Context: an optimization exercise on an open-source flow, tuned for small area, a short achievable clock period and few clock cycles per item. The choices shown serve that exercise and are no tape-out recipe.
The RTL was checked by simulation tests, not by an equivalence proof against the original design.

==> flow/design.v (outline; a module is shown in full before it is edited, if it fits) <==
// module sq8dvd_mul: 3313 lines
// module sq8dvd_deq: 1090 lines
// module sq8dvd_isqrt: 26 lines
// module sq8dvd_div: 279 lines
// module sq8_dequant_vector_distance_top: 350 lines
module sq8_dequant_vector_distance_top #(
	parameter int VALUE_WIDTH   = 32,
	parameter int FRACTION_BITS = 16
) (
	input  logic         clk,
	input  logic         arst_n,
	input  logic         s_axis_tvalid,
	output logic         s_axis_tready,
	input  logic [103:0] s_axis_tdata,
	input  logic         s_axis_tlast,    
	output logic         m_axis_tvalid,
	input  logic         m_axis_tready,
	output logic [63:0]  m_axis_tdata,    
	output logic [1:0]   m_axis_tuser,    
	input  logic         cfg_valid,
	output logic         cfg_ready,
	input  logic         cfg_index,
	input  logic [2:0]   cfg_data
);
  // ...
==> flow/run.sh <==
#!/bin/bash
# synth_recipe.tcl (not shown) runs the flow's synth.tcl, then flattens the netlist and writes it again
# the make line also repeats each setting of config.mk as NAME=value (left out here)
make -C /OpenROAD-flow-scripts/flow DESIGN_CONFIG=/design/flow/config.mk WORK_HOME=/design/flow/orfs CLKGATE_MAP_FILE= SYNTH_SCRIPT=/design/flow/synth_recipe.tcl finish
==> flow/config.mk <==
export PLATFORM = sky130hd
export DESIGN_NAME = sq8_dequant_vector_distance_top
export DESIGN_NICKNAME = sq8_dequant_vector_distance_top
export VERILOG_FILES = /design/flow/design.v
export SDC_FILE = /design/flow/constraint.sdc
export NUM_CORES = 8
export LEC_CHECK = 0
export ABC_AREA = 1
export CAP_MARGIN = 50
export CORE_MARGIN = 2
export CORE_UTILIZATION = 40
export SLEW_MARGIN = 70
==> flow/constraint.sdc <==
create_clock -name core_clock -period 13.0 [get_ports {clk}]
set_input_delay 2.6000 -clock core_clock [delete_from_list [all_inputs] [get_ports {clk}]]
set_output_delay 2.6000 -clock core_clock [all_outputs]
set_load 0.01 [all_outputs]
==> flow_summary.toml, run 1 <==
[global_route]
use_met2_pct = 51.9
top_usage_layer = "met2"
track_usage_pct = 35.0
grt_max_degree = 65
overflow = 0

[placement]
place_hpwl_um = 355000
placed_area_um2 = 111000
port-buffer-count = 181

[routing]
vias = 100000
antenna_left = 0

[finish]
multi_input_cells = 9378
largest_reg_flops = 65
n_all_inverters = 2486

[timing]
tightest_slew_ns = 0.564
slew_headroom_pct = 62.0

[synth]
synth_fa_ha_area_share_pct = 20.2
syn_area_um2 = 103000
synth.mux.area_fraction_pct = 0.0694
async_flop_share_pct = 3.43
syn_inst = 13700

[worst_setup_path]
slowest_stage = "fa_1"
cp_common_cell = "fa_1"
startpoint_type = "input pin"

[outcome]
status = "finished clean"

[min_path]
worstHoldEndpoint = "p3_sat"

[floorplanning]
num_io_pins = 183
initial_core_util_pct = 40.1
Testbench counts, summed over its fixed seeds: cycles 15,484, vectors 384.
==> module sq8dvd_isqrt, before the edit <==
module sq8dvd_isqrt (
	input  logic [33:0] r,      
	input  logic [3:0]  x,      
	input  logic [31:0] q,      
	output logic [33:0] r_n,    
	output logic [1:0]  q_n     
);
	logic [39:0] t1, t2a, t2b, d1, d2a, d2b, r2, n2, n3, cs_s, cs_c;
	logic        g1, g2a, g2b;
	assign t1  = {4'd0, r, x[3:2]};
	assign d1  = t1 + ~{6'd0, q, 2'b00};
	assign g1  = !d1[39];
	assign t2a = {2'd0, r, x};
	assign d2a = t2a + ~{5'd0, q, 3'b000};
	assign t2b = {d1[37:0], x[1:0]};
	assign n2   = ~{4'd0, q, 4'b0011};
	assign n3   = ~{5'd0, q, 3'b100};
	assign cs_s = t2a ^ n2 ^ n3;
	assign cs_c = {(t2a[38:0] & n2[38:0]) | (t2a[38:0] & n3[38:0]) | (n2[38:0] & n3[38:0]), 1'b0};
	assign d2b  = cs_s + cs_c;
	assign g2a = !d2a[39];
	assign g2b = !d2b[39];
	assign r2  = g1 ? (g2b ? d2b : t2b) : (g2a ? d2a : t2a);
	assign r_n = r2[33:0];
	assign q_n = {g1, g1 ? g2b : g2a};
endmodule
==> module sq8dvd_div, before the edit <==
module sq8dvd_div (
	input  logic        clk,
	input  logic        arst_n,
	input  logic        start,       
	input  logic        m_cos,
	input  logic        m_dotn,
	input  logic        m_eu,
	input  logic        m_man,
	input  logic        m_bad,
	input  logic [63:0] sum_a,       
	input  logic [63:0] sum_b,       
	input  logic [63:0] sum_c,       
	input  logic        vsat,
	input  logic        den_v,       
	input  logic [63:0] den,
	output logic        mreq,        
	output logic        mreq_next,
	output logic [31:0] mreq_a,
	output logic [31:0] mreq_b,
	output logic        ok_next,     
	input  logic        out_ready,
	output logic        out_valid,
	output logic [63:0] out_data,
	output logic [1:0]  out_stat
);
	localparam logic [63:0] ACC_MAX = sq8dvd_pkg::ACC_MAX;
	localparam logic [63:0] ACC_MIN = sq8dvd_pkg::ACC_MIN;
	localparam int S_IDLE = 0;
	localparam int S_SQ   = 1;    
	localparam int S_SQE  = 2;    
	localparam int S_MUL1 = 3;    
	localparam int S_MUL2 = 4;    
	localparam int S_DIV  = 5;    
	localparam int S_PL   = 6;    
	localparam int S_PS   = 7;    
	localparam int S_DONE = 8;    
	localparam int NS     = 9;
	localparam logic [3:0] R_F   = 4'd0;    
	localparam logic [3:0] R_X   = 4'd1;    
	localparam logic [3:0] R_XS  = 4'd2;    
	localparam logic [3:0] R_EU  = 4'd3;    
	localparam logic [3:0] R_CN  = 4'd4;    
	localparam logic [3:0] R_DP  = 4'd5;    
	localparam logic [3:0] R_C0  = 4'd6;    
	localparam logic [3:0] R_C2  = 4'd7;    
	localparam logic [3:0] R_MAX = 4'd8;
	localparam logic [3:0] R_MIN = 4'd9;
	logic [NS-1:0] st, st_d;
	logic [63:0] f_r, f_x, f_d, f_h, f_m;
	logic [6:0]  f_cnt, cnt_d;
	logic        c_1, c_2, c_8, c_ge2, c_ge8, c_le1, c_le2;
	logic [6:0]  fl_d, fl_m1, fl_m2, fl_m8;
	function automatic logic [6:0] cflags(input logic [6:0] v);
		cflags = {v == 7'd1, v == 7'd2, v == 7'd8, v >= 7'd2, v >= 7'd8, v <= 7'd1, v <= 7'd2};
	endfunction
	assign fl_m1 = cflags(f_cnt - 7'd1);
	assign fl_m2 = cflags(f_cnt - 7'd2);
	assign fl_m8 = cflags(f_cnt - 7'd8);
	logic        f_neg, f_sat, f_sq1, f_chk;
	logic [1:0]  f_stat;
	logic [3:0]  f_rsel;
	assign mreq      = st[S_MUL1];
	assign mreq_next = st_d[S_MUL1];
	assign mreq_a = f_h[31:0];
	assign mreq_b = f_d[31:0];
	logic [33:0] sq_r;
	logic [1:0]  sq_b;
	logic        sq_skip, sq_last;
	sq8dvd_isqrt u_sq (
		.r   (f_r[33:0]),
		.x   (f_x[63:60]),
		.q   (f_d[31:0]),
		.r_n (sq_r),
		.q_n (sq_b)
	);
	assign sq_skip = (f_d[31:0] == 32'd0) && (f_x[63:56] == 8'd0) && c_ge2;
	assign sq_last = sq_skip ? c_2 : c_1;
	logic [64:0] sb_t;
	logic [65:0] sb_d;
	logic        sb_ge;
	assign sb_t  = {f_r, f_x[63]};
	assign sb_d  = {1'b0, sb_t} - {2'b0, f_d};
	assign sb_ge = !sb_d[65];
	logic [15:0] r_zero, d_big;
	logic        dv_skip, dv_last, dv_stop;
	always_comb begin
		r_zero[15] = (f_r[63:60] == 4'd0);
		d_big[15]  = (f_d[63:60] != 4'd0);
		for (int j = 14; j >= 0; j--) begin
			r_zero[j] = r_zero[j+1] && (f_r[4*j +: 4] == 4'd0);
			d_big[j]  = d_big[j+1] || (f_d[4*j +: 4] != 4'd0);
		end
		dv_skip = 1'b0;
		for (int j = 0; j <= 13; j++) dv_skip = dv_skip || (r_zero[j] && d_big[j+2]);
		dv_skip = dv_skip && c_ge8;
	end
	assign dv_last = dv_skip ? c_8 : c_1;
	assign dv_stop = f_chk && !dv_skip && sb_ge;    
	logic [63:0] mag_a;
	assign mag_a = sum_a[63] ? (64'd0 - sum_a) : sum_a;
	always_comb begin
		st_d  = '0;
		cnt_d = f_cnt;
		fl_d  = {c_1, c_2, c_8, c_ge2, c_ge8, c_le1, c_le2};
		if (st[S_IDLE]) begin
			if (start) begin
				if (m_cos || m_dotn || m_eu) st_d[S_SQ] = 1'b1;
				else st_d[S_DONE] = 1'b1;
				cnt_d = 7'd16;
				fl_d  = cflags(7'd16);
			end else st_d[S_IDLE] = 1'b1;
		end
		if (st[S_SQ]) begin
			cnt_d = f_cnt - (sq_skip ? 7'd2 : 7'd1);
			fl_d  = sq_skip ? fl_m2 : fl_m1;
			if (sq_last) st_d[S_SQE] = 1'b1;
			else st_d[S_SQ] = 1'b1;
		end
		if (st[S_SQE]) begin
			if (m_cos && f_sq1) begin
				st_d[S_SQ] = 1'b1;
				cnt_d = 7'd16;
				fl_d  = cflags(7'd16);
			end else if (m_cos) begin
				if (f_d[31:0] == 32'd0 || f_h[31:0] == 32'd0) st_d[S_DONE] = 1'b1;
				else st_d[S_MUL1] = 1'b1;
			end else if (m_dotn) begin
				if (f_d[31:0] == 32'd0) st_d[S_DONE] = 1'b1;
				else st_d[S_DIV] = 1'b1;
				cnt_d = 7'd64;
				fl_d  = cflags(7'd64);
			end else st_d[S_DONE] = 1'b1;
		end
		if (st[S_MUL1]) st_d[S_MUL2] = 1'b1;
		if (st[S_MUL2]) begin
			if (den_v) begin
				st_d[S_DIV] = 1'b1;
				cnt_d = 7'd33;
				fl_d  = cflags(7'd33);
			end else st_d[S_MUL2] = 1'b1;
		end
		if (st[S_DIV]) begin
			cnt_d = f_cnt - (dv_skip ? 7'd8 : 7'd1);
			fl_d  = dv_skip ? fl_m8 : fl_m1;
			if (dv_stop) st_d[S_DONE] = 1'b1;
			else if (dv_last) begin
				if (m_cos ? !f_neg : f_neg) st_d[S_PL] = 1'b1;
				else st_d[S_DONE] = 1'b1;
			end else st_d[S_DIV] = 1'b1;
		end
		if (st[S_PL]) st_d[S_PS] = 1'b1;
		if (st[S_PS]) st_d[S_DONE] = 1'b1;
		if (st[S_DONE]) begin
			if (out_valid) st_d[S_DONE] = 1'b1;
			else st_d[S_IDLE] = 1'b1;
		end
	end
	assign ok_next = (st[S_IDLE] && !start) || (!out_valid && (st[S_DONE] || st[S_PS] || st[S_PL] ||
		(st[S_DIV] && c_le1) || (m_eu && (st[S_SQE] || (st[S_SQ] && c_le2)))));
	always_ff @(posedge clk or negedge arst_n) begin
		if (!arst_n) begin
			st        <= NS'(1) << S_IDLE;
			out_valid <= 1'b0;
		end else begin
			st <= st_d;
			if (st[S_DONE] && !out_valid) out_valid <= 1'b1;
			else if (out_ready) out_valid <= 1'b0;
		end
	end
	always_ff @(posedge clk) begin
		f_cnt <= cnt_d;
		{c_1, c_2, c_8, c_ge2, c_ge8, c_le1, c_le2} <= fl_d;
		if (st[S_IDLE] && start) begin
			f_neg  <= sum_a[63];
			f_m    <= mag_a;
			f_sat  <= vsat;
			f_r    <= 64'd0;
			f_d    <= 64'd0;
			f_sq1  <= m_cos;
			f_x    <= (m_cos || m_dotn) ? sum_b : sum_a;
			f_h    <= sum_c;
			f_stat <= vsat ? sq8dvd_pkg::STAT_SAT : sq8dvd_pkg::STAT_OK;
			f_rsel <= R_X;
			if (m_bad) begin
				f_stat <= sq8dvd_pkg::STAT_BADMET;
				f_rsel <= R_C0;
			end else if (m_man) begin
				if (sum_a[63:47] != 17'd0) begin
					f_rsel <= R_MAX;
					f_stat <= sq8dvd_pkg::STAT_SAT;
				end else begin
					f_rsel <= R_XS;
				end
			end
		end
		if (st[S_SQ]) begin
			if (sq_skip) begin
				f_x <= {f_x[55:0], 8'd0};
			end else begin
				f_r <= {30'd0, sq_r};
				f_d <= {32'd0, f_d[29:0], sq_b};
				f_x <= {f_x[59:0], 4'd0};
			end
		end
		if (st[S_SQE]) begin
			if (m_cos && f_sq1) begin
				f_x   <= f_h;
				f_h   <= {32'd0, f_d[31:0]};
				f_r   <= 64'd0;
				f_d   <= 64'd0;
				f_sq1 <= 1'b0;
			end else if (m_cos) begin
				if (f_d[31:0] == 32'd0 || f_h[31:0] == 32'd0) begin
					f_rsel <= R_C0;
					f_stat <= sq8dvd_pkg::STAT_ZERONORM;
				end
			end else if (m_dotn) begin
				if (f_d[31:0] == 32'd0) begin
					f_rsel <= R_C0;
					f_stat <= sq8dvd_pkg::STAT_ZERONORM;
				end
				f_r   <= {48'd0, f_m[63:48]};
				f_x   <= {f_m[47:0], 16'd0};
				f_chk <= 1'b1;
			end else begin
				f_rsel <= R_EU;
			end
		end
		if (st[S_MUL2] && den_v) begin
			f_d   <= den;
			f_r   <= {1'b0, f_m[63:1]};
			f_x   <= {f_m[0], 63'd0};
			f_chk <= 1'b1;
		end
		if (st[S_DIV]) begin
			f_chk <= 1'b0;
			if (dv_skip) begin
				f_r <= {f_r[55:0], f_x[63:56]};
				f_x <= {f_x[55:0], 8'd0};
			end else begin
				f_r <= sb_ge ? sb_d[63:0] : sb_t[63:0];
				f_x <= {f_x[62:0], sb_ge};
			end
			if (dv_stop) begin
				if (m_cos) begin
					f_rsel <= f_neg ? R_C2 : R_C0;
				end else begin
					f_rsel <= f_neg ? R_MIN : R_MAX;
					f_stat <= sq8dvd_pkg::STAT_SAT;
				end
			end else if (m_cos) begin
				f_rsel <= f_neg ? R_CN : R_F;
			end else begin
				f_rsel <= f_neg ? R_F : R_DP;
			end
		end
		if (st[S_PL]) begin
			f_r <= {32'd0, m_cos, 31'd0};
			f_d <= m_cos ? {32'd0, f_x[31:0]} : {1'b0, f_x[62:0]};
			f_x <= 64'd0;
		end
		if (st[S_PS]) f_r <= sb_d[63:0];
		if (st[S_DONE] && !out_valid) begin
			out_stat <= f_stat;
			case (f_rsel)
				R_F:     out_data <= f_r;
				R_X:     out_data <= f_x;
				R_XS:    out_data <= {f_x[47:0], 16'd0};
				R_EU:    out_data <= {16'd0, f_d[31:0], 16'd0};
				R_CN:    out_data <= {31'd0, 1'b1, f_x[31:0]};
				R_DP:    out_data <= {1'b0, f_x[62:0]};
				R_C2:    out_data <= 64'h2_0000_0000;
				R_MAX:   out_data <= ACC_MAX;
				R_MIN:   out_data <= ACC_MIN;
				default: out_data <= 64'd0;
			endcase
		end
	end
endmodule
==> module sq8_dequant_vector_distance_top, before the edit <==
module sq8_dequant_vector_distance_top #(
	parameter int VALUE_WIDTH   = 32,
	parameter int FRACTION_BITS = 16
) (
	input  logic         clk,
	input  logic         arst_n,
	input  logic         s_axis_tvalid,
	output logic         s_axis_tready,
	input  logic [103:0] s_axis_tdata,
	input  logic         s_axis_tlast,    
	output logic         m_axis_tvalid,
	input  logic         m_axis_tready,
	output logic [63:0]  m_axis_tdata,    
	output logic [1:0]   m_axis_tuser,    
	input  logic         cfg_valid,
	output logic         cfg_ready,
	input  logic         cfg_index,
	input  logic [2:0]   cfg_data
);
	localparam logic [63:0] ACC_MAX = sq8dvd_pkg::ACC_MAX;
	localparam logic [63:0] ACC_MIN = sq8dvd_pkg::ACC_MIN;
	logic [2:0] metric_q, metric_d;
	logic       norm_q, norm_d;
	always_comb begin
		metric_d = metric_q;
		norm_d   = norm_q;
		if (cfg_valid) begin
			if (cfg_index) norm_d = cfg_data[0];
			else metric_d = cfg_data;
		end
	end
	always_ff @(posedge clk or negedge arst_n) begin
		if (!arst_n) begin
			metric_q <= 3'd0;
			norm_q   <= 1'b0;
		end else begin
			metric_q <= metric_d;
			norm_q   <= norm_d;
		end
	end
	assign cfg_ready = 1'b1;
	logic m_cos, m_dotn, m_eu, m_man, m_dsq, m_bad, m_rot;
	always_ff @(posedge clk or negedge arst_n) begin
		if (!arst_n) begin
			m_cos  <= 1'b1;
			m_dotn <= 1'b0;
			m_eu   <= 1'b0;
			m_man  <= 1'b0;
			m_dsq  <= 1'b0;
			m_bad  <= 1'b0;
			m_rot  <= 1'b1;
		end else begin
			m_cos  <= (metric_d == 3'd0);
			m_dotn <= (metric_d == 3'd1) && norm_d;
			m_eu   <= (metric_d == 3'd2);
			m_man  <= (metric_d == 3'd3);
			m_dsq  <= (metric_d == 3'd2) || (metric_d == 3'd4);
			m_bad  <= (metric_d > 3'd4);
			m_rot  <= (metric_d == 3'd0) || ((metric_d == 3'd1) && norm_d);
		end
	end
	logic [40:0] ys_s, ys_c;
	sq8dvd_deq u_deq (
		.mn (s_axis_tdata[71:40]),
		.st (s_axis_tdata[103:72]),
		.cd (s_axis_tdata[39:32]),
		.s  (ys_s),
		.c  (ys_c)
	);
	logic        w_valid;
	logic [31:0] w_q;
	logic [40:0] w_ys, w_yc;
	logic        w_last;
	logic        w_ld, w_mv;
	logic        p1_valid, p1_ld, p1_mv;
	logic        tr_q;    
	assign w_ld          = tr_q;
	assign w_mv          = w_valid && p1_ld;
	assign s_axis_tready = tr_q;
	always_ff @(posedge clk or negedge arst_n) begin
		if (!arst_n) w_valid <= 1'b0;
		else if (w_ld) w_valid <= s_axis_tvalid;
	end
	always_ff @(posedge clk) begin
		if (w_ld) begin
			w_q    <= s_axis_tdata[31:0];
			w_ys   <= ys_s;
			w_yc   <= ys_c;
			w_last <= s_axis_tlast;
		end
	end
	logic [40:0] ysum;
	logic        y_hi, y_lo;
	assign ysum = w_ys + w_yc;
	assign y_hi = !ysum[40] && (ysum[39:31] != 9'h000);
	assign y_lo = ysum[40] && (ysum[39:31] != 9'h1ff);
	logic [31:0] p1_q, p1_y;
	logic        p1_dsat, p1_last, p1_first;
	logic        nf_q;    
	assign p1_ld = !p1_valid || p1_mv;
	always_ff @(posedge clk or negedge arst_n) begin
		if (!arst_n) begin
			p1_valid <= 1'b0;
			nf_q     <= 1'b1;
		end else begin
			if (p1_ld) p1_valid <= w_valid;
			if (w_mv) nf_q <= w_last;
		end
	end
	always_ff @(posedge clk) begin
		if (p1_ld) begin
			p1_q     <= w_q;
			p1_y     <= y_hi ? 32'h7fffffff : (y_lo ? 32'h80000000 : ysum[31:0]);
			p1_dsat  <= y_hi || y_lo;
			p1_last  <= w_last;
			p1_first <= nf_q;
		end
	end
	logic [1:0]  k_q, k_d;
	logic        lk_q, lk_d;        
	logic        lastok_q;          
	logic        f_mreq;            
	logic        f_mreq_d;
	logic [31:0] f_mreq_a, f_mreq_b;
	logic        iss;
	assign iss   = p1_valid && !f_mreq && !(p1_last && (k_q == 2'd0) && !lastok_q);
	assign p1_mv = iss && lk_q;
	always_comb begin
		k_d = k_q;
		if (iss) k_d = lk_q ? 2'd0 : k_q + 2'd1;
		if (metric_d == 3'd0) lk_d = (k_d == 2'd2);
		else if (metric_d == 3'd1 && norm_d) lk_d = (k_d == 2'd1);
		else lk_d = 1'b1;
	end
	always_ff @(posedge clk or negedge arst_n) begin
		if (!arst_n) begin
			k_q  <= 2'd0;
			lk_q <= 1'b1;
		end else begin
			k_q  <= k_d;
			lk_q <= lk_d;
		end
	end
	logic [32:0] q33, y33, d33;
	assign q33 = {p1_q[31], p1_q};
	assign y33 = {p1_y[31], p1_y};
	assign d33 = q33 - y33;
	logic [32:0] op_a, op_b;
	logic dclamp;
	assign dclamp = ($signed(d33) >= 33'sd3037000500) || ($signed(d33) <= -33'sd3037000500);
	always_comb begin
		op_a = q33;
		op_b = y33;
		if (f_mreq) begin
			op_a = {1'b0, f_mreq_a};
			op_b = {1'b0, f_mreq_b};
		end else if (m_dsq) begin
			op_a = d33;
			op_b = d33;
		end else if (m_man) begin
			op_a = d33;
			op_b = d33[32] ? {33{1'b1}} : 33'd1;
		end else if (m_cos) begin
			if (k_q == 2'd1) op_b = q33;
			else if (k_q == 2'd2) op_a = y33;
		end else if (m_dotn) begin
			if (k_q == 2'd1) op_a = y33;
		end
	end
	logic        p2_v, p2_den, p2_end, p2_first, p2_k0, p2_sat, p2_clamp;
	logic [32:0] p2_a;
	logic [16:0] p2_one, p2_two, p2_neg;    
	logic [16:0] be_one, be_two, be_neg;
	logic [34:0] be_b;
	assign be_b = {op_b[32], op_b, 1'b0};
	always_comb begin
		for (int i = 0; i < 17; i++) begin
			be_one[i] = be_b[2*i+1] ^ be_b[2*i];
			be_two[i] = (be_b[2*i+2] && !be_b[2*i+1] && !be_b[2*i]) ||
				(!be_b[2*i+2] && be_b[2*i+1] && be_b[2*i]);
			be_neg[i] = be_b[2*i+2];
		end
	end
	logic        end_iss;
	assign end_iss = iss && lk_q && p1_last;
	always_ff @(posedge clk or negedge arst_n) begin
		if (!arst_n) begin
			p2_v   <= 1'b0;
			p2_den <= 1'b0;
			p2_end <= 1'b0;
		end else begin
			p2_v   <= iss;
			p2_den <= f_mreq;
			p2_end <= end_iss;
		end
	end
	always_ff @(posedge clk) begin
		p2_a     <= op_a;
		p2_one   <= be_one;
		p2_two   <= be_two;
		p2_neg   <= be_neg;
		p2_first <= f_mreq || p1_first;
		p2_k0    <= (k_q == 2'd0);
		p2_sat   <= (k_q == 2'd0) && p1_dsat;
		p2_clamp <= !f_mreq && m_dsq && dclamp;
	end
	logic [64:0] mul_s, mul_c;
	sq8dvd_mul u_mul (
		.a   (p2_a),
		.one (p2_one),
		.two (p2_two),
		.neg (p2_neg),
		.s   (mul_s),
		.c   (mul_c)
	);
	logic        p3_v, p3_den, p3_end, p3_first, p3_k0, p3_sat, p3_clamp;
	logic [64:0] p3_s, p3_c;
	always_ff @(posedge clk or negedge arst_n) begin
		if (!arst_n) begin
			p3_v   <= 1'b0;
			p3_den <= 1'b0;
			p3_end <= 1'b0;
		end else begin
			p3_v   <= p2_v;
			p3_den <= p2_den;
			p3_end <= p2_v && p2_end;
		end
	end
	always_ff @(posedge clk) begin
		p3_s     <= p2_clamp ? {1'b0, ACC_MAX} : mul_s;
		p3_c     <= p2_clamp ? 65'd0 : mul_c;
		p3_first <= p2_first;
		p3_k0    <= p2_k0;
		p3_sat   <= p2_sat;
		p3_clamp <= p2_v && p2_clamp;
	end
	logic [63:0] acc_a, acc_b, acc_c;
	logic [1:0]  sf_a, sf_b, sf_c;    
	logic        vsat;
	logic        p4_end;
	logic [63:0] acc_base;
	logic [64:0] add_s, add_c, acc_sum;
	logic        acc_ovf;
	logic [1:0]  acc_sf;
	function automatic logic [63:0] eff(input logic [63:0] raw, input logic [1:0] sf);
		eff = sf[1] ? (sf[0] ? ACC_MIN : ACC_MAX) : raw;
	endfunction
	logic [1:0] sf_a_d;
	logic       kr_d, cl_d, ct_d;
	logic       kr0, kr1n, cl0, cl1n, ct0, ct1n;
	assign sf_a_d = p3_v ? (m_rot ? sf_b : acc_sf) : sf_a;
	assign kr_d   = !p2_first && !sf_a_d[1];
	assign cl_d   = !p2_first && sf_a_d[1] && !sf_a_d[0];
	assign ct_d   = !p2_first && sf_a_d[1] && sf_a_d[0];
	always_ff @(posedge clk) begin
		kr0  <= kr_d;
		kr1n <= !kr_d;
		cl0  <= cl_d;
		cl1n <= !cl_d;
		ct0  <= ct_d;
		ct1n <= !ct_d;
	end
	always_comb begin
		for (int i = 0; i < 32; i++) acc_base[i] = (acc_a[i] && kr0) || cl0;
		for (int i = 32; i < 63; i++) acc_base[i] = (acc_a[i] && !kr1n) || !cl1n;
		acc_base[63] = (acc_a[63] && !kr1n) || (ct0 && !ct1n);
	end
	assign add_s    = p3_s;
	assign add_c    = p3_c;
	logic [64:0] acc_b65, cs_s, cs_c;
	assign acc_b65  = {acc_base[63], acc_base};
	assign cs_s     = acc_b65 ^ add_s ^ add_c;
	assign cs_c     = {(acc_b65[63:0] & add_s[63:0]) | (acc_b65[63:0] & add_c[63:0]) |
		(add_s[63:0] & add_c[63:0]), 1'b0};
	assign acc_sum  = cs_s + cs_c;
	assign acc_ovf  = acc_sum[64] ^ acc_sum[63];
	assign acc_sf   = {acc_ovf, acc_sum[64]};
	always_ff @(posedge clk or negedge arst_n) begin
		if (!arst_n) p4_end <= 1'b0;
		else p4_end <= p3_end;
	end
	always_ff @(posedge clk) begin
		if (p3_v) begin
			if (m_cos) begin
				acc_a <= acc_b;
				sf_a  <= sf_b;
				acc_b <= acc_c;
				sf_b  <= sf_c;
				acc_c <= acc_sum[63:0];
				sf_c  <= acc_sf;
			end else if (m_dotn) begin
				acc_a <= acc_b;
				sf_a  <= sf_b;
				acc_b <= acc_sum[63:0];
				sf_b  <= acc_sf;
			end else begin
				acc_a <= acc_sum[63:0];
				sf_a  <= acc_sf;
			end
			vsat <= ((p3_first && p3_k0) ? 1'b0 : vsat) | p3_sat | p3_clamp | acc_ovf;
		end
	end
	logic        fin_ok;
	logic [63:0] sum_a, sum_b, sum_c;
	assign sum_a = eff(acc_a, sf_a);
	assign sum_b = eff(acc_b, sf_b);
	assign sum_c = eff(acc_c, sf_c);
	sq8dvd_div u_fin (
		.clk       (clk),
		.arst_n    (arst_n),
		.start     (p4_end),
		.m_cos     (m_cos),
		.m_dotn    (m_dotn),
		.m_eu      (m_eu),
		.m_man     (m_man),
		.m_bad     (m_bad),
		.sum_a     (sum_a),
		.sum_b     (sum_b),
		.sum_c     (sum_c),
		.vsat      (vsat),
		.den_v     (p3_den),
		.den       (acc_sum[63:0]),
		.mreq      (f_mreq),
		.mreq_next (f_mreq_d),
		.mreq_a    (f_mreq_a),
		.mreq_b    (f_mreq_b),
		.ok_next   (fin_ok),
		.out_ready (m_axis_tready),
		.out_valid (m_axis_tvalid),
		.out_data  (m_axis_tdata),
		.out_stat  (m_axis_tuser)
	);
	logic lastok_d;
	assign lastok_d = !end_iss && !p2_end && !p3_end && fin_ok;
	logic w_valid_d, p1_valid_d, p1_last_d, iss_d, tr_d;
	assign w_valid_d  = w_ld ? s_axis_tvalid : w_valid;
	assign p1_valid_d = p1_ld ? w_valid : p1_valid;
	assign p1_last_d  = p1_ld ? w_last : p1_last;
	assign iss_d      = p1_valid_d && !f_mreq_d && !(p1_last_d && (k_d == 2'd0) && !lastok_d);
	assign tr_d       = !w_valid_d || !p1_valid_d || (iss_d && lk_d);
	always_ff @(posedge clk or negedge arst_n) begin
		if (!arst_n) begin
			lastok_q <= 1'b0;
			tr_q     <= 1'b1;
		end else begin
			lastok_q <= lastok_d;
			tr_q     <= tr_d;
		end
	end
endmodule
==> run 2, diff against run 1 <==
--- a/flow/design.v
+++ b/flow/design.v
@@ -3321,17 +3321,18 @@
 	assign s = {c1649, c1647, c1645, c1643, c1641, c1639, c1637, c1635, c1633, c1631, c1629, c1627, c1625, c1623, c1621, c1619, c1617, c1615, c1613, c1611, c1609, c1607, c1605, c1603, c1601, c1599, c1597, c1595, c1593, c1591, c1589, c1587, c1585, c1583, c1581, c1579, c1577, c1575, c1573, c1571, c1569, c1567, c1565, c1563, c1561, c1559, c1557, c1555, c1553, c1551, c1549, c1547, c1545, c1543, c1541, c1539, c1537, c1535, c1533, c1531, c1529, c1527, s1526, pp2, pp1};
 	assign c = {s1650, s1648, s1646, s1644, s1642, s1640, s1638, s1636, s1634, s1632, s1630, s1628, s1626, s1624, s1622, s1620, s1618, s1616, s1614, s1612, s1610, s1608, s1606, s1604, s1602, s1600, s1598, s1596, s1594, s1592, s1590, s1588, s1586, s1584, s1582, s1580, s1578, s1576, s1574, s1572, s1570, s1568, s1566, s1564, s1562, s1560, s1558, s1556, s1554, s1552, s1550, s1548, s1546, s1544, s1542, s1540, s1538, s1536, s1534, s1532, s1530, s1528, neg[1], 1'b0, neg[0]};
 endmodule
 module sq8dvd_deq (
 	input  logic [31:0] mn,
 	input  logic [31:0] st,
 	input  logic [7:0]  cd,
 	output logic [40:0] s,
-	output logic [40:0] c
+	output logic [40:0] c,
+	output logic [40:0] e
 );
 	logic ns1;
 	logic ns2;
 	logic ns3;
 	logic ns4;
 	logic ns5;
 	logic ns6;
 	logic ns7;
@@ -3785,94 +3786,16 @@
 	logic s455;
 	logic c456;
 	logic s457;
 	logic c458;
 	logic s459;
 	logic c460;
 	logic s461;
 	logic c462;
-	logic s463;
-	logic c464;
-	logic s465;
-	logic c466;
-	logic s467;
-	logic c468;
-	logic s469;
-	logic c470;
-	logic s471;
-	logic c472;
-	logic s473;
-	logic c474;
-	logic s475;
-	logic c476;
-	logic s477;
-	logic c478;
-	logic s479;
-	logic c480;
-	logic s481;
-	logic c482;
-	logic s483;
-	logic c484;
-	logic s485;
-	logic c486;
-	logic s487;
-	logic c488;
-	logic s489;
-	logic c490;
-	logic s491;
-	logic c492;
-	logic s493;
-	logic c494;
-	logic s495;
-	logic c496;
-	logic s497;
-	logic c498;
-	logic s499;
-	logic c500;
-	logic s501;
-	logic c502;
-	logic s503;
-	logic c504;
-	logic s505;
-	logic c506;
-	logic s507;
-	logic c508;
-	logic s509;
-	logic c510;
-	logic s511;
-	logic c512;
-	logic s513;
-	logic c514;
-	logic s515;
-	logic c516;
-	logic s517;
-	logic c518;
-	logic s519;
-	logic c520;
-	logic s521;
-	logic c522;
-	logic s523;
-	logic c524;
-	logic s525;
-	logic c526;
-	logic s527;
-	logic c528;
-	logic s529;
-	logic c530;
-	logic s531;
-	logic c532;
-	logic s533;
-	logic c534;
-	logic s535;
-	logic c536;
-	logic s537;
-	logic c538;
-	logic s539;
-	logic c540;
 	assign ns1 = ~(mn[31]);
 	assign ns2 = ~(st[31]);
 	assign ns3 = ~((cd[0] & st[31]));
 	assign ns4 = ~((cd[1] & st[31]));
 	assign ns5 = ~((cd[2] & st[31]));
 	assign ns6 = ~((cd[3] & st[31]));
 	assign ns7 = ~((cd[4] & st[31]));
 	assign ns8 = ~((cd[5] & st[31]));
@@ -4325,120 +4248,46 @@
 	assign s455 = c374 ^ c376 ^ s377;
 	assign c456 = (c374 & c376) | (c374 & s377) | (c376 & s377);
 	assign s457 = c378 ^ c380 ^ s381;
 	assign c458 = (c378 & c380) | (c378 & s381) | (c380 & s381);
 	assign s459 = c382 ^ c384 ^ s385;
 	assign c460 = (c382 & c384) | (c382 & s385) | (c384 & s385);
 	assign s461 = c386 ^ ns10;
 	assign c462 = c386 & ns10;
-	assign s463 = mn[0] ^ st[1];
-	assign c464 = mn[0] & st[1];
-	assign s465 = s387 ^ (cd[0] & st[1]) ^ (cd[1] & st[0]);
-	assign c466 = (s387 & (cd[0] & st[1])) | (s387 & (cd[1] & st[0])) | ((cd[0] & st[1]) & (cd[1] & st[0]));
-	assign s467 = c388 ^ s389 ^ (cd[2] & st[0]);
-	assign c468 = (c388 & s389) | (c388 & (cd[2] & st[0])) | (s389 & (cd[2] & st[0]));
-	assign s469 = c390 ^ s391 ^ (cd[3] & st[0]);
-	assign c470 = (c390 & s391) | (c390 & (cd[3] & st[0])) | (s391 & (cd[3] & st[0]));
-	assign s471 = c392 ^ s393 ^ s255;
-	assign c472 = (c392 & s393) | (c392 & s255) | (s393 & s255);
-	assign s473 = c394 ^ s395 ^ s259;
-	assign c474 = (c394 & s395) | (c394 & s259) | (s395 & s259);
-	assign s475 = c396 ^ s397 ^ s263;
-	assign c476 = (c396 & s397) | (c396 & s263) | (s397 & s263);
-	assign s477 = c398 ^ s399 ^ s267;
-	assign c478 = (c398 & s399) | (c398 & s267) | (s399 & s267);
-	assign s479 = c400 ^ s401 ^ s271;
-	assign c480 = (c400 & s401) | (c400 & s271) | (s401 & s271);
-	assign s481 = c402 ^ s403 ^ s275;
-	assign c482 = (c402 & s403) | (c402 & s275) | (s403 & s275);
-	assign s483 = c404 ^ s405 ^ s279;
-	assign c484 = (c404 & s405) | (c404 & s279) | (s405 & s279);
-	assign s485 = c406 ^ s407 ^ s283;
-	assign c486 = (c406 & s407) | (c406 & s283) | (s407 & s283);
-	assign s487 = c408 ^ s409 ^ s287;
-	assign c488 = (c408 & s409) | (c408 & s287) | (s409 & s287);
-	assign s489 = c410 ^ s411 ^ s291;
-	assign c490 = (c410 & s411) | (c410 & s291) | (s411 & s291);
-	assign s491 = c412 ^ s413 ^ s295;
-	assign c492 = (c412 & s413) | (c412 & s295) | (s413 & s295);
-	assign s493 = c414 ^ s415 ^ s299;
-	assign c494 = (c414 & s415) | (c414 & s299) | (s415 & s299);
-	assign s495 = c416 ^ s417 ^ s303;
-	assign c496 = (c416 & s417) | (c416 & s303) | (s417 & s303);
-	assign s497 = c418 ^ s419 ^ s307;
-	assign c498 = (c418 & s419) | (c418 & s307) | (s419 & s307);
-	assign s499 = c420 ^ s421 ^ s311;
-	assign c500 = (c420 & s421) | (c420 & s311) | (s421 & s311);
-	assign s501 = c422 ^ s423 ^ s315;
-	assign c502 = (c422 & s423) | (c422 & s315) | (s423 & s315);
-	assign s503 = c424 ^ s425 ^ s319;
-	assign c504 = (c424 & s425) | (c424 & s319) | (s425 & s319);
-	assign s505 = c426 ^ s427 ^ s323;
-	assign c506 = (c426 & s427) | (c426 & s323) | (s427 & s323);
-	assign s507 = c428 ^ s429 ^ s327;
-	assign c508 = (c428 & s429) | (c428 & s327) | (s429 & s327);
-	assign s509 = c430 ^ s431 ^ s331;
-	assign c510 = (c430 & s431) | (c430 & s331) | (s431 & s331);
-	assign s511 = c432 ^ s433 ^ s335;
-	assign c512 = (c432 & s433) | (c432 & s335) | (s433 & s335);
-	assign s513 = c434 ^ s435 ^ s339;
-	assign c514 = (c434 & s435) | (c434 & s339) | (s435 & s339);
-	assign s515 = c436 ^ s437 ^ s343;
-	assign c516 = (c436 & s437) | (c436 & s343) | (s437 & s343);
-	assign s517 = c438 ^ s439 ^ s347;
-	assign c518 = (c438 & s439) | (c438 & s347) | (s439 & s347);
-	assign s519 = c440 ^ s441 ^ s351;
-	assign c520 = (c440 & s441) | (c440 & s351) | (s441 & s351);
-	assign s521 = c442 ^ s443 ^ s355;
-	assign c522 = (c442 & s443) | (c442 & s355) | (s443 & s355);
-	assign s523 = c444 ^ s445 ^ s359;
-	assign c524 = (c444 & s445) | (c444 & s359) | (s445 & s359);
-	assign s525 = c446 ^ s447 ^ s363;
-	assign c526 = (c446 & s447) | (c446 & s363) | (s447 & s363);
-	assign s527 = c448 ^ s449 ^ s367;
-	assign c528 = (c448 & s449) | (c448 & s367) | (s449 & s367);
-	assign s529 = c450 ^ s451 ^ s371;
-	assign c530 = (c450 & s451) | (c450 & s371) | (s451 & s371);
-	assign s531 = c452 ^ s453 ^ s375;
-	assign c532 = (c452 & s453) | (c452 & s375) | (s453 & s375);
-	assign s533 = c454 ^ s455 ^ s379;
-	assign c534 = (c454 & s455) | (c454 & s379) | (s455 & s379);
-	assign s535 = c456 ^ s457 ^ s383;
-	assign c536 = (c456 & s457) | (c456 & s383) | (s457 & s383);
-	assign s537 = c458 ^ s459 ^ 1'b1;
-	assign c538 = (c458 & s459) | (c458 & 1'b1) | (s459 & 1'b1);
-	assign s539 = c460 ^ s461 ^ 1'b1;
-	assign c540 = (c460 & s461) | (c460 & 1'b1) | (s461 & 1'b1);
-	assign s = {1'b1, c540, c538, c536, c534, c532, c530, c528, c526, c524, c522, c520, c518, c516, c514, c512, c510, c508, c506, c504, c502, c500, c498, c496, c494, c492, c490, c488, c486, c484, c482, c480, c478, c476, c474, c472, c470, c468, c466, c464, s463};
-	assign c = {1'b0, c462, s539, s537, s535, s533, s531, s529, s527, s525, s523, s521, s519, s517, s515, s513, s511, s509, s507, s505, s503, s501, s499, s497, s495, s493, s491, s489, s487, s485, s483, s481, s479, s477, s475, s473, s471, s469, s467, s465, (cd[0] & st[0])};
+	assign s = {1'b1, c462, c460, c458, c456, c454, c452, c450, c448, c446, c444, c442, c440, c438, c436, c434, c432, c430, c428, c426, c424, c422, c420, c418, c416, c414, c412, c410, c408, c406, c404, c402, c400, c398, c396, c394, c392, c390, c388, s387, mn[0]};
+	assign c = {1'b0, 1'b0, s461, s459, s457, s455, s453, s451, s449, s447, s445, s443, s441, s439, s437, s435, s433, s431, s429, s427, s425, s423, s421, s419, s417, s415, s413, s411, s409, s407, s405, s403, s401, s399, s397, s395, s393, s391, s389, (cd[0] & st[1]), st[1]};
+	assign e = {1'b0, 1'b0, 1'b1, 1'b1, s383, s379, s375, s371, s367, s363, s359, s355, s351, s347, s343, s339, s335, s331, s327, s323, s319, s315, s311, s307, s303, s299, s295, s291, s287, s283, s279, s275, s271, s267, s263, s259, s255, (cd[3] & st[0]), (cd[2] & st[0]), (cd[1] & st[0]), (cd[0] & st[0])};
 endmodule
 `timescale 1ns / 1ps
 module sq8dvd_isqrt (
-	input  logic [33:0] r,      
-	input  logic [3:0]  x,      
-	input  logic [31:0] q,      
+	input  logic [3:0]  dv,
+	input  logic [33:0] r,
+	input  logic [3:0]  x,
+	input  logic [31:0] q,
 	output logic [33:0] r_n,    
 	output logic [1:0]  q_n     
 );
-	logic [39:0] t1, t2a, t2b, d1, d2a, d2b, r2, n2, n3, cs_s, cs_c;
+	logic [39:0] t1, t2a, t2b, s1, s2a, b1, b2, d1, d2a, d2b, cs_s, cs_c, r2;
 	logic        g1, g2a, g2b;
-	assign t1  = {4'd0, r, x[3:2]};
-	assign d1  = t1 + ~{6'd0, q, 2'b00};
+	assign t1  = dv[0] ? {5'd0, r, x[3]}   : {4'd0, r, x[3:2]};
+	assign t2a = dv[1] ? {4'd0, r, x[3:2]} : {2'd0, r, x};
+	assign s1  = dv[2] ? {8'd0, q}         : {6'd0, q, 2'b01};
+	assign s2a = dv[2] ? {8'd0, q}         : {5'd0, q, 3'b001};
+	assign b1  = dv[3] ? {8'd0, q}         : {4'd0, q, 4'b0100};
+	assign b2  = dv[3] ? {7'd0, q, 1'b0}   : {5'd0, q, 3'b101};
+	assign d1  = t1 - s1;
+	assign d2a = t2a - s2a;
+	assign cs_s = t2a ^ ~b1 ^ ~b2;
+	assign cs_c = (t2a & ~b1) | (t2a & ~b2) | (~b1 & ~b2);
+	assign d2b  = cs_s - ~{cs_c[38:0], 1'b1};
 	assign g1  = !d1[39];
-	assign t2a = {2'd0, r, x};
-	assign d2a = t2a + ~{5'd0, q, 3'b000};
-	assign t2b = {d1[37:0], x[1:0]};
-	assign n2   = ~{4'd0, q, 4'b0011};
-	assign n3   = ~{5'd0, q, 3'b100};
-	assign cs_s = t2a ^ n2 ^ n3;
-	assign cs_c = {(t2a[38:0] & n2[38:0]) | (t2a[38:0] & n3[38:0]) | (n2[38:0] & n3[38:0]), 1'b0};
-	assign d2b  = cs_s + cs_c;
 	assign g2a = !d2a[39];
 	assign g2b = !d2b[39];
+	assign t2b = dv[0] ? {d1[38:0], x[2]} : {d1[37:0], x[1:0]};
 	assign r2  = g1 ? (g2b ? d2b : t2b) : (g2a ? d2a : t2a);
 	assign r_n = r2[33:0];
 	assign q_n = {g1, g1 ? g2b : g2a};
 endmodule
 `timescale 1ns / 1ps
 module sq8dvd_div (
 	input  logic        clk,
 	input  logic        arst_n,
@@ -4484,35 +4333,38 @@
 	localparam logic [3:0] R_DP  = 4'd5;    
 	localparam logic [3:0] R_C0  = 4'd6;    
 	localparam logic [3:0] R_C2  = 4'd7;    
 	localparam logic [3:0] R_MAX = 4'd8;
 	localparam logic [3:0] R_MIN = 4'd9;
 	logic [NS-1:0] st, st_d;
 	logic [63:0] f_r, f_x, f_d, f_h, f_m;
 	logic [6:0]  f_cnt, cnt_d;
-	logic        c_1, c_2, c_8, c_ge2, c_ge8, c_le1, c_le2;
-	logic [6:0]  fl_d, fl_m1, fl_m2, fl_m8;
-	function automatic logic [6:0] cflags(input logic [6:0] v);
-		cflags = {v == 7'd1, v == 7'd2, v == 7'd8, v >= 7'd2, v >= 7'd8, v <= 7'd1, v <= 7'd2};
+	logic        c_1, c_2, c_8, c_ge2, c_ge8, c_le2, c_le3, c_le4;
+	logic [7:0]  fl_d, fl_m1, fl_m2, fl_m8;
+	function automatic logic [7:0] cflags(input logic [6:0] v);
+		cflags = {v == 7'd1, v == 7'd2, v == 7'd8, v >= 7'd2, v >= 7'd8, v <= 7'd2, v <= 7'd3,
+			v <= 7'd4};
 	endfunction
 	assign fl_m1 = cflags(f_cnt - 7'd1);
 	assign fl_m2 = cflags(f_cnt - 7'd2);
 	assign fl_m8 = cflags(f_cnt - 7'd8);
 	logic        f_neg, f_sat, f_sq1, f_chk;
 	logic [1:0]  f_stat;
 	logic [3:0]  f_rsel;
 	assign mreq      = st[S_MUL1];
 	assign mreq_next = st_d[S_MUL1];
 	assign mreq_a = f_h[31:0];
 	assign mreq_b = f_d[31:0];
 	logic [33:0] sq_r;
 	logic [1:0]  sq_b;
 	logic        sq_skip, sq_last;
+	logic dv_a, dv_bn, dv_c, dv_dn;
 	sq8dvd_isqrt u_sq (
+		.dv  ({!dv_dn, dv_c, !dv_bn, dv_a}),
 		.r   (f_r[33:0]),
 		.x   (f_x[63:60]),
 		.q   (f_d[31:0]),
 		.r_n (sq_r),
 		.q_n (sq_b)
 	);
 	assign sq_skip = (f_d[31:0] == 32'd0) && (f_x[63:56] == 8'd0) && c_ge2;
 	assign sq_last = sq_skip ? c_2 : c_1;
@@ -4530,24 +4382,26 @@
 		for (int j = 14; j >= 0; j--) begin
 			r_zero[j] = r_zero[j+1] && (f_r[4*j +: 4] == 4'd0);
 			d_big[j]  = d_big[j+1] || (f_d[4*j +: 4] != 4'd0);
 		end
 		dv_skip = 1'b0;
 		for (int j = 0; j <= 13; j++) dv_skip = dv_skip || (r_zero[j] && d_big[j+2]);
 		dv_skip = dv_skip && c_ge8;
 	end
-	assign dv_last = dv_skip ? c_8 : c_1;
+	logic dv_r4;
+	assign dv_r4   = m_dotn && !f_chk && c_ge2;    
+	assign dv_last = dv_skip ? c_8 : (dv_r4 ? c_2 : c_1);
 	assign dv_stop = f_chk && !dv_skip && sb_ge;    
 	logic [63:0] mag_a;
 	assign mag_a = sum_a[63] ? (64'd0 - sum_a) : sum_a;
 	always_comb begin
 		st_d  = '0;
 		cnt_d = f_cnt;
-		fl_d  = {c_1, c_2, c_8, c_ge2, c_ge8, c_le1, c_le2};
+		fl_d  = {c_1, c_2, c_8, c_ge2, c_ge8, c_le2, c_le3, c_le4};
 		if (st[S_IDLE]) begin
 			if (start) begin
 				if (m_cos || m_dotn || m_eu) st_d[S_SQ] = 1'b1;
 				else st_d[S_DONE] = 1'b1;
 				cnt_d = 7'd16;
 				fl_d  = cflags(7'd16);
 			end else st_d[S_IDLE] = 1'b1;
 		end
@@ -4576,46 +4430,50 @@
 		if (st[S_MUL2]) begin
 			if (den_v) begin
 				st_d[S_DIV] = 1'b1;
 				cnt_d = 7'd33;
 				fl_d  = cflags(7'd33);
 			end else st_d[S_MUL2] = 1'b1;
 		end
 		if (st[S_DIV]) begin
-			cnt_d = f_cnt - (dv_skip ? 7'd8 : 7'd1);
-			fl_d  = dv_skip ? fl_m8 : fl_m1;
+			cnt_d = f_cnt - (dv_skip ? 7'd8 : (dv_r4 ? 7'd2 : 7'd1));
+			fl_d  = dv_skip ? fl_m8 : (dv_r4 ? fl_m2 : fl_m1);
 			if (dv_stop) st_d[S_DONE] = 1'b1;
 			else if (dv_last) begin
 				if (m_cos ? !f_neg : f_neg) st_d[S_PL] = 1'b1;
 				else st_d[S_DONE] = 1'b1;
 			end else st_d[S_DIV] = 1'b1;
 		end
 		if (st[S_PL]) st_d[S_PS] = 1'b1;
 		if (st[S_PS]) st_d[S_DONE] = 1'b1;
 		if (st[S_DONE]) begin
 			if (out_valid) st_d[S_DONE] = 1'b1;
 			else st_d[S_IDLE] = 1'b1;
 		end
 	end
 	assign ok_next = (st[S_IDLE] && !start) || (!out_valid && (st[S_DONE] || st[S_PS] || st[S_PL] ||
-		(st[S_DIV] && c_le1) || (m_eu && (st[S_SQE] || (st[S_SQ] && c_le2)))));
+		(st[S_DIV] && (m_cos ? c_le3 : c_le4)) || (m_eu && (st[S_SQE] || (st[S_SQ] && c_le2)))));
 	always_ff @(posedge clk or negedge arst_n) begin
 		if (!arst_n) begin
 			st        <= NS'(1) << S_IDLE;
 			out_valid <= 1'b0;
 		end else begin
 			st <= st_d;
 			if (st[S_DONE] && !out_valid) out_valid <= 1'b1;
 			else if (out_ready) out_valid <= 1'b0;
 		end
 	end
 	always_ff @(posedge clk) begin
+		dv_a  <= st_d[S_DIV];
+		dv_bn <= !st_d[S_DIV];
+		dv_c  <= st_d[S_DIV] && m_dotn;
+		dv_dn <= !(st_d[S_DIV] && m_dotn);
 		f_cnt <= cnt_d;
-		{c_1, c_2, c_8, c_ge2, c_ge8, c_le1, c_le2} <= fl_d;
+		{c_1, c_2, c_8, c_ge2, c_ge8, c_le2, c_le3, c_le4} <= fl_d;
 		if (st[S_IDLE] && start) begin
 			f_neg  <= sum_a[63];
 			f_m    <= mag_a;
 			f_sat  <= vsat;
 			f_r    <= 64'd0;
 			f_d    <= 64'd0;
 			f_sq1  <= m_cos;
 			f_x    <= (m_cos || m_dotn) ? sum_b : sum_a;
@@ -4673,16 +4531,19 @@
 			f_x   <= {f_m[0], 63'd0};
 			f_chk <= 1'b1;
 		end
 		if (st[S_DIV]) begin
 			f_chk <= 1'b0;
 			if (dv_skip) begin
 				f_r <= {f_r[55:0], f_x[63:56]};
 				f_x <= {f_x[55:0], 8'd0};
+			end else if (dv_r4) begin
+				f_r <= {30'd0, sq_r};
+				f_x <= {f_x[61:0], sq_b};
 			end else begin
 				f_r <= sb_ge ? sb_d[63:0] : sb_t[63:0];
 				f_x <= {f_x[62:0], sb_ge};
 			end
 			if (dv_stop) begin
 				if (m_cos) begin
 					f_rsel <= f_neg ? R_C2 : R_C0;
 				end else begin
@@ -4775,49 +4636,55 @@
 			m_dotn <= (metric_d == 3'd1) && norm_d;
 			m_eu   <= (metric_d == 3'd2);
 			m_man  <= (metric_d == 3'd3);
 			m_dsq  <= (metric_d == 3'd2) || (metric_d == 3'd4);
 			m_bad  <= (metric_d > 3'd4);
 			m_rot  <= (metric_d == 3'd0) || ((metric_d == 3'd1) && norm_d);
 		end
 	end
-	logic [40:0] ys_s, ys_c;
+	logic [40:0] ys_s, ys_c, ys_e;
 	sq8dvd_deq u_deq (
 		.mn (s_axis_tdata[71:40]),
 		.st (s_axis_tdata[103:72]),
 		.cd (s_axis_tdata[39:32]),
 		.s  (ys_s),
-		.c  (ys_c)
+		.c  (ys_c),
+		.e  (ys_e)
 	);
 	logic        w_valid;
 	logic [31:0] w_q;
-	logic [40:0] w_ys, w_yc;
+	logic [40:0] w_ys, w_yc, w_ye;
 	logic        w_last;
 	logic        w_ld, w_mv;
 	logic        p1_valid, p1_ld, p1_mv;
 	logic        tr_q;    
-	assign w_ld          = tr_q;
+	logic        trn_q;   
+	assign w_ld          = !trn_q;
 	assign w_mv          = w_valid && p1_ld;
 	assign s_axis_tready = tr_q;
 	always_ff @(posedge clk or negedge arst_n) begin
 		if (!arst_n) w_valid <= 1'b0;
 		else if (w_ld) w_valid <= s_axis_tvalid;
 	end
 	always_ff @(posedge clk) begin
 		if (w_ld) begin
 			w_q    <= s_axis_tdata[31:0];
 			w_ys   <= ys_s;
 			w_yc   <= ys_c;
+			w_ye   <= ys_e;
 			w_last <= s_axis_tlast;
 		end
 	end
 	logic [40:0] ysum;
 	logic        y_hi, y_lo;
-	assign ysum = w_ys + w_yc;
+	logic [40:0] yc_s, yc_c;
+	assign yc_s = w_ys ^ w_yc ^ w_ye;
+	assign yc_c = {(w_ys[39:0] & w_yc[39:0]) | (w_ys[39:0] & w_ye[39:0]) | (w_yc[39:0] & w_ye[39:0]), 1'b0};
+	assign ysum = yc_s + yc_c;
 	assign y_hi = !ysum[40] && (ysum[39:31] != 9'h000);
 	assign y_lo = ysum[40] && (ysum[39:31] != 9'h1ff);
 	logic [31:0] p1_q, p1_y;
 	logic        p1_dsat, p1_last, p1_first;
 	logic        nf_q;    
 	assign p1_ld = !p1_valid || p1_mv;
 	always_ff @(posedge clk or negedge arst_n) begin
 		if (!arst_n) begin
@@ -5058,14 +4925,16 @@
 	assign p1_valid_d = p1_ld ? w_valid : p1_valid;
 	assign p1_last_d  = p1_ld ? w_last : p1_last;
 	assign iss_d      = p1_valid_d && !f_mreq_d && !(p1_last_d && (k_d == 2'd0) && !lastok_d);
 	assign tr_d       = !w_valid_d || !p1_valid_d || (iss_d && lk_d);
 	always_ff @(posedge clk or negedge arst_n) begin
 		if (!arst_n) begin
 			lastok_q <= 1'b0;
 			tr_q     <= 1'b1;
+			trn_q    <= 1'b0;
 		end else begin
 			lastok_q <= lastok_d;
 			tr_q     <= tr_d;
+			trn_q    <= !tr_d;
 		end
 	end
 endmodule
==> flow_summary.toml, run 2 <==
[timing]
maxSlewViolCount = 0
fin_ws_ns = 7.61
period_needed_ns = 5.39
period_share_pct = 41.5
finalHoldViolCount = 0
fin_setup_tns_ns = 0
fin_skew_ns = 0.0686
slew_headroom_pct = 64.4
setup_viol = 0
rsz0062_at_grt = "false"
tightest_slew_ns = 0.534
fmax_mhz = 185

[synth]
yosysUniqueCellTypes = 95
yosysTopAreaCell = "edfxtp_1"
synth_area_leaders = "edfxtp_1 15%, fa_1 15%, dfxtp_1 9.5%"
synth_xor_area_share_pct = 7.24
yosysWarnings = 2
synth-seq-area-share_pct = 25.7
synth.mux.area_fraction_pct = 0.0490
synth_fa_ha_area_share_pct = 19.9
async_flop_share_pct = 3.39
synth.most_common_cell = "nand2_1"
syn_inst = 14200
synth_edf_count = 545
yosys-top-cells-count = "2609 x nand2_1, 2380 x inv_1, 1088 x o21ai_0"
ys_ff_latch = 1092
synth_area_per_cell_um2 = 7.54
synth_top_family_by_area = "adder cells"
synth_nets = 15600
synth-compound-area-share_pct = 18.5
yosys.area.top_type_share_pct = 15.3
synth_ff_type = "edfxtp_1"
syn_area_um2 = 107000
synthSimpleGateAreaFrac_pct = 17.0

[worst_setup_path]
crit_fanout = 19
worst-setup-path-type = "reg2reg"
worst_path_dominant_cell_family = "adder cells"
cp_common_cell = "fa_1"
crit_required_ns = 13.75
crit_chain = "clkinv_2 > buf_4 > o22ai_1 > xor2_1 > fa_1 > fa_1 > inv_1 > fa_1 > inv_1 > fa_1 > fa_1 > inv_1 > fa_1 > or2_2"
worst-path-stages = 14
startpoint_type = "register"
critPathMaxStageDelay_ns = 0.61
ff2ff_path_depth = 14
arrival_ns = 6.14
crit_buf_inv = 5
endpoint_kind = "register"
slowest_stage = "dfxtp_1"

[floorplanning]
initial_core_util_pct = 40.1
num_io_pins = 183
rows = 190
die-area_um2 = 272000
die_h_um = 522
coreArea_um2 = 267000
die_x_um = 522

[routing]
drcViolationCount = 0
vias = 107000
antenna_left = 0
routedWlPerCell_um = 28.3
dr.pass1.iters = 10
routed_wl_um = 501000
met1_length_um = 183000
highest_layer = "met5"
first_iter_violations = 15600
viasPerCell = 6.01
routed-wl-met2_um = 211000
dr_wl_met3_um = 63900

[clock_tree]
clk_latency_ns = 0.88
root_buffer = "clkbuf_16"
cts_tree = "built"
clkTransAtPathRegs_ns = 0.06
cts_resized = 0
holdBufCountCts = 0
clock-sinks = 1092
cts_max_level = 4
numCtsBuffers = 138
clockBufferDepth = 3
cts_post_setup_buffers_inserted = 0

[global_route]
antenna_found_initial = 53
track_usage_pct = 35.9
overflow = 0
grt_pass1_wl_um = 715000
grt_max_degree = 71
grt_pass1_vias = 102000

[finish]
fill_cells = 26900
top_register = "p3_s"
final_common_cell = "nand2_1"
area_growth_pct = 12.7
largest_reg_flops = 65
fin_util_pct = 45.2
final_cells = 17700
final_cell_mix = "2599 x nand2_1, 2294 x inv_1, 994 x o21ai_0, 892 x a21oi_1, 809 x nor2_1"
fin_nets = 15400
drive_gt1_share_pct = 8.63

[placement]
placedCellCount = 17400
gp_congestion = 1.09
place_hpwl_um = 380000
port-buffer-count = 181
place_ws_ns = 7.22

[outcome]
status = "finished clean"

[job]
drv_cap = 0

[min_path]
hp-class = "reg2reg"
worstHoldPathCells = 0
## run 2: cell type report
type | count | area [um2] | share of cell area, %
diodes | 25 | 62.6 | 0.0518
clock buffers | 173 | 3670 | 3.04
clock inverters | 80 | 1080 | 0.896
inverters | 2445 | 9370 | 7.75
multi-input cells | 9865 | 69200 | 57.2
flip-flops and latches | 1092 | 27600 | 22.9
well taps | 3552 | 4440 | 3.68
repair buffers | 512 | 5400 | 4.47
## run 2: cells by family after synthesis
kind of cell | after synthesis
AOI/OAI and AO/OA | 3403
buffers and inverters | 3266
muxes | 5
DFF | 1092
and+or+nand+nor | 4356
other | 1
xor gates and xnor gates | 883
adders and majority gates | 1217
## run 2: worst paths after layout
check / start / end / slack (ns)
max: p2_one[7] / p3_s[41] / 7.61
min: p2_k0 / p3_k0 / 0.33
max reg2reg: p2_one[7] / p3_s[41] / 7.61
min reg2reg: p2_k0 / p3_k0 / 0.33
max in group asynchronous: arst_n / u_fin.st[0] / 10.81
min in group asynchronous: arst_n / u_fin.st[5] / 1.65
## run 2: per-layer routing
metal	vias to the layer above	global-route usage [%]
met3	2038	10.8
met4	34	25.1
met1	50500	44.4
met2	7774	53.3
li1	46200	-
met5	-	0.0527
## run 2: worst register-to-register path, stage by stage (launching register included)
cell	delay [ns]
dfxtp_1	0.61
clkinv_2	0.48
buf_4	0.42
o22ai_1	0.23
xor2_1	0.22
fa_1	0.48
fa_1	0.52
inv_1	0.07
fa_1	0.47
inv_1	0.05
fa_1	0.44
fa_1	0.54
inv_1	0.07
fa_1	0.39
or2_2	0.27
## run 2: through the flow
| step | cell area, um2 | hold slack, ns |
|---|---|---|
| after floorplan | 107000 | 0.310 |
| after detailed placement | 115000 | 0.312 |
| after global placement | 112000 | 0.312 |
| final | 121000 | 0.326 |
| after CTS | 120000 | 0.327 |
| after global routing | 121000 | 0.334 |
Testbench counts of run 2, summed over its fixed seeds: cycles 14,371, vectors 384.
==> run 3, diff against run 2 <==
==> flow/flow/run.sh (new file) <==
#!/bin/bash
set -euo pipefail
bash standard.sh SETUP_SLACK_MARGIN=8.5 finish > standard.log 2>&1
==> flow/standard.sh (new file) <==
#!/bin/bash
# synth_recipe.tcl (not shown) runs the flow's synth.tcl, then flattens the netlist and writes it again
# the make line also repeats each setting of config.mk as NAME=value (left out here)
make -C /OpenROAD-flow-scripts/flow DESIGN_CONFIG=/design/flow/config.mk WORK_HOME=/design/flow/orfs CLKGATE_MAP_FILE= SYNTH_SCRIPT=/design/flow/synth_recipe.tcl "${@:-finish}"
removed: flow/run.sh
==> flow_summary.toml, run 3 <==
[global_route]
grt_pass1_vias = 102000
overflow = 0
grt_max_degree = 75
grt_pass1_wl_um = 734000
track_usage_pct = 37.1
antenna_found_initial = 50

[job]
drv_cap = 0

[placement]
port-buffer-count = 181
gp_congestion = 1.08
place_hpwl_um = 386000
placedCellCount = 17400
place_ws_ns = 7.41

[synth]
yosysUniqueCellTypes = 95
yosys.area.top_type_share_pct = 15.3
syn_area_um2 = 107000
yosysTopAreaCell = "edfxtp_1"
synth_nets = 15600
yosysWarnings = 2
synth.most_common_cell = "nand2_1"
async_flop_share_pct = 3.39
yosys-top-cells-count = "2609 x nand2_1, 2380 x inv_1, 1088 x o21ai_0"
synth_area_leaders = "edfxtp_1 15%, fa_1 15%, dfxtp_1 9.5%"
synth_ff_type = "edfxtp_1"
ys_ff_latch = 1092
synth_edf_count = 545
synth-seq-area-share_pct = 25.7
syn_inst = 14200
synth_area_per_cell_um2 = 7.54

[clock_tree]
clk_latency_ns = 0.87
holdBufCountCts = 0
root_buffer = "clkbuf_16"
cts_tree = "built"
numCtsBuffers = 135
clkTransAtPathRegs_ns = 0.06
clock-sinks = 1092
cts_max_level = 4
clockBufferDepth = 3

[timing]
fin_skew_ns = 0.0762
fin_setup_tns_ns = 0
slew_headroom_pct = 64.4
period_needed_ns = 4.60
period_share_pct = 35.4
rsz0062_at_grt = "true"
setup_viol = 0
finalHoldViolCount = 0
fin_ws_ns = 8.40
fmax_mhz = 217
maxSlewViolCount = 0
tightest_slew_ns = 0.533

[routing]
dr.pass1.iters = 7
routed_wl_um = 524000
drcViolationCount = 0
routedWlPerCell_um = 29.3
antenna_left = 0
viasPerCell = 6.02
vias = 108000
first_iter_violations = 14600

[finish]
fill_cells = 26700
drive_gt1_share_pct = 12.8
largest_reg_flops = 65
fin_nets = 15500
area_growth_pct = 16.7
final_common_cell = "nand2_1"
final_cell_mix = "2554 x nand2_1, 2234 x inv_1, 977 x o21ai_0, 849 x a21oi_1, 799 x nor2_1"
final_cells = 17900
top_register = "p3_s"

[worst_setup_path]
critPathMaxStageDelay_ns = 0.57
slowest_stage = "fa_1"
crit_buf_inv = 6
worst_path_dominant_cell_family = "adder cells"
crit_required_ns = 13.76
startpoint_type = "register"
endpoint_kind = "register"
crit_fanout = 6
worst-setup-path-type = "reg2reg"
arrival_ns = 5.36
cp_common_cell = "fa_1"
crit_chain = "inv_4 > buf_12 > buf_4 > o22ai_1 > xor2_1 > fa_1 > fa_2 > fa_1 > fa_1 > inv_2 > fa_1 > inv_2 > fa_2 > inv_2 > nor2_4"

[floorplanning]
die_h_um = 522
die-area_um2 = 272000
num_io_pins = 183
initial_core_util_pct = 40.1
die_x_um = 522
rows = 190
coreArea_um2 = 267000

[outcome]
status = "finished clean"

[min_path]
hp-class = "reg2reg"
## run 3: cell counts after synthesis
Identical to the previous run, type by type.
## run 3: kinds of logic after synthesis
logic type | Yosys count | synth area share (%)
buffers and inverters | 3266 | 11.7
other | 1 | 0.00350
muxes | 5 | 0.0490
xor gates and xnor gates | 883 | 7.24
DFF | 1092 | 25.7
and+or+nand+nor | 4356 | 17.0
AOI/OAI and AO/OA | 3403 | 18.5
adders and majority gates | 1217 | 19.9
## run 3: layer usage
metal  global-route usage (%)  share of wire [%]
met5                   0.0878               0.11
met3                     12.5                 13
met2                     55.1                 42
met4                     25.8                8.8
met1                     45.2                 37
## run 3: worst reg2reg max path, stage by stage, from the launching register on
cell	delay (ns)
dfxtp_2	0.35
inv_4	0.07
buf_12	0.15
buf_4	0.18
o22ai_1	0.22
xor2_1	0.25
fa_1	0.49
fa_2	0.38
fa_1	0.47
fa_1	0.57
inv_2	0.04
fa_1	0.53
inv_2	0.05
fa_2	0.57
inv_2	0.05
nor2_4	0.15
## run 3: repair_timing
action                                  in CTS  in global routing
setup buffers                               54                 76
resized for setup                          264                406
endpoints found under the setup margin     192                167
cloned                                      19                 20
pin swaps                                   25                106
## run 3: worst paths after layout
| check | to | start | slack [ns] | depth (start not counted) |
|---|---|---|---|---|
| hold / removal | p3_sat | p2_sat | 0.33 | 0 |
| hold reg to reg | p3_sat | p2_sat | 0.33 | 0 |
| max in group asynchronous | lk_q | arst_n | 10.98 | 1 |
| setup / recovery | p3_c[30] | p2_a[24] | 8.40 | 15 |
| setup reg to reg | p3_c[30] | p2_a[24] | 8.40 | 15 |
| min in group asynchronous | u_fin.st[5] | arst_n | 1.62 | 1 |
## run 3: cell type report
class / instances / area (um2) / area share, %
well taps: 3552 / 4440 / 3.55
clock inverters: 72 / 805 / 0.643
clock buffers: 180 / 3720 / 2.97
flip-flops and latches: 1092 / 27800 / 22.2
diodes: 25 / 62.6 / 0.0500
repair buffers: 664 / 7870 / 6.29
repair inverters: 1 / 8.76 / 0.00700
inverters: 2445 / 9550 / 7.63
multi-input cells: 9868 / 70900 / 56.6
## run 3: per-stage QoR
stage | utilization, % | hold WS, ns | instance area, um2
after floorplan | - | 0.310 | 108000
final | 46.8 | 0.327 | 125000
after CTS | 45.6 | 0.329 | 122000
after detailed placement | 43.2 | 0.315 | 115000
after global routing | 46.8 | 0.333 | 125000
after global placement | 42.0 | 0.312 | 112000

-- what the ideal ports hide --
No port has a modelled driver above. Below, the same layouts with a new extraction and two added sets of constraints. Step 1 assumes that a clkbuf_16 drives the clock port and a buf_2 every other input. Step 2 times the ports against the registers' clock, not the clock port: input delays grow and output delays shrink by t, the midpoint of the rising clock arrivals with the driver on. a / b / c = no drivers / after step 1 / after step 2; a / b = the first two.
run	shift t [ns]	setup WS [ns]	worst setup path at the end	worst register clock-pin slew, ns
run 1	0.893	7.541 / 7.604 / 6.711	input to register	0.07 / 0.07
run 2	0.938	7.609 / 7.609 / 7.249	input to register	0.08 / 0.08
run 3	0.933	8.397 / 8.397 / 7.734	input to register	0.07 / 0.07
After both steps every run listed still meets setup and hold. For run 1, which loses most, drivers alone change the setup slack by +0.063 ns; drivers and shift together by -0.830 ns.
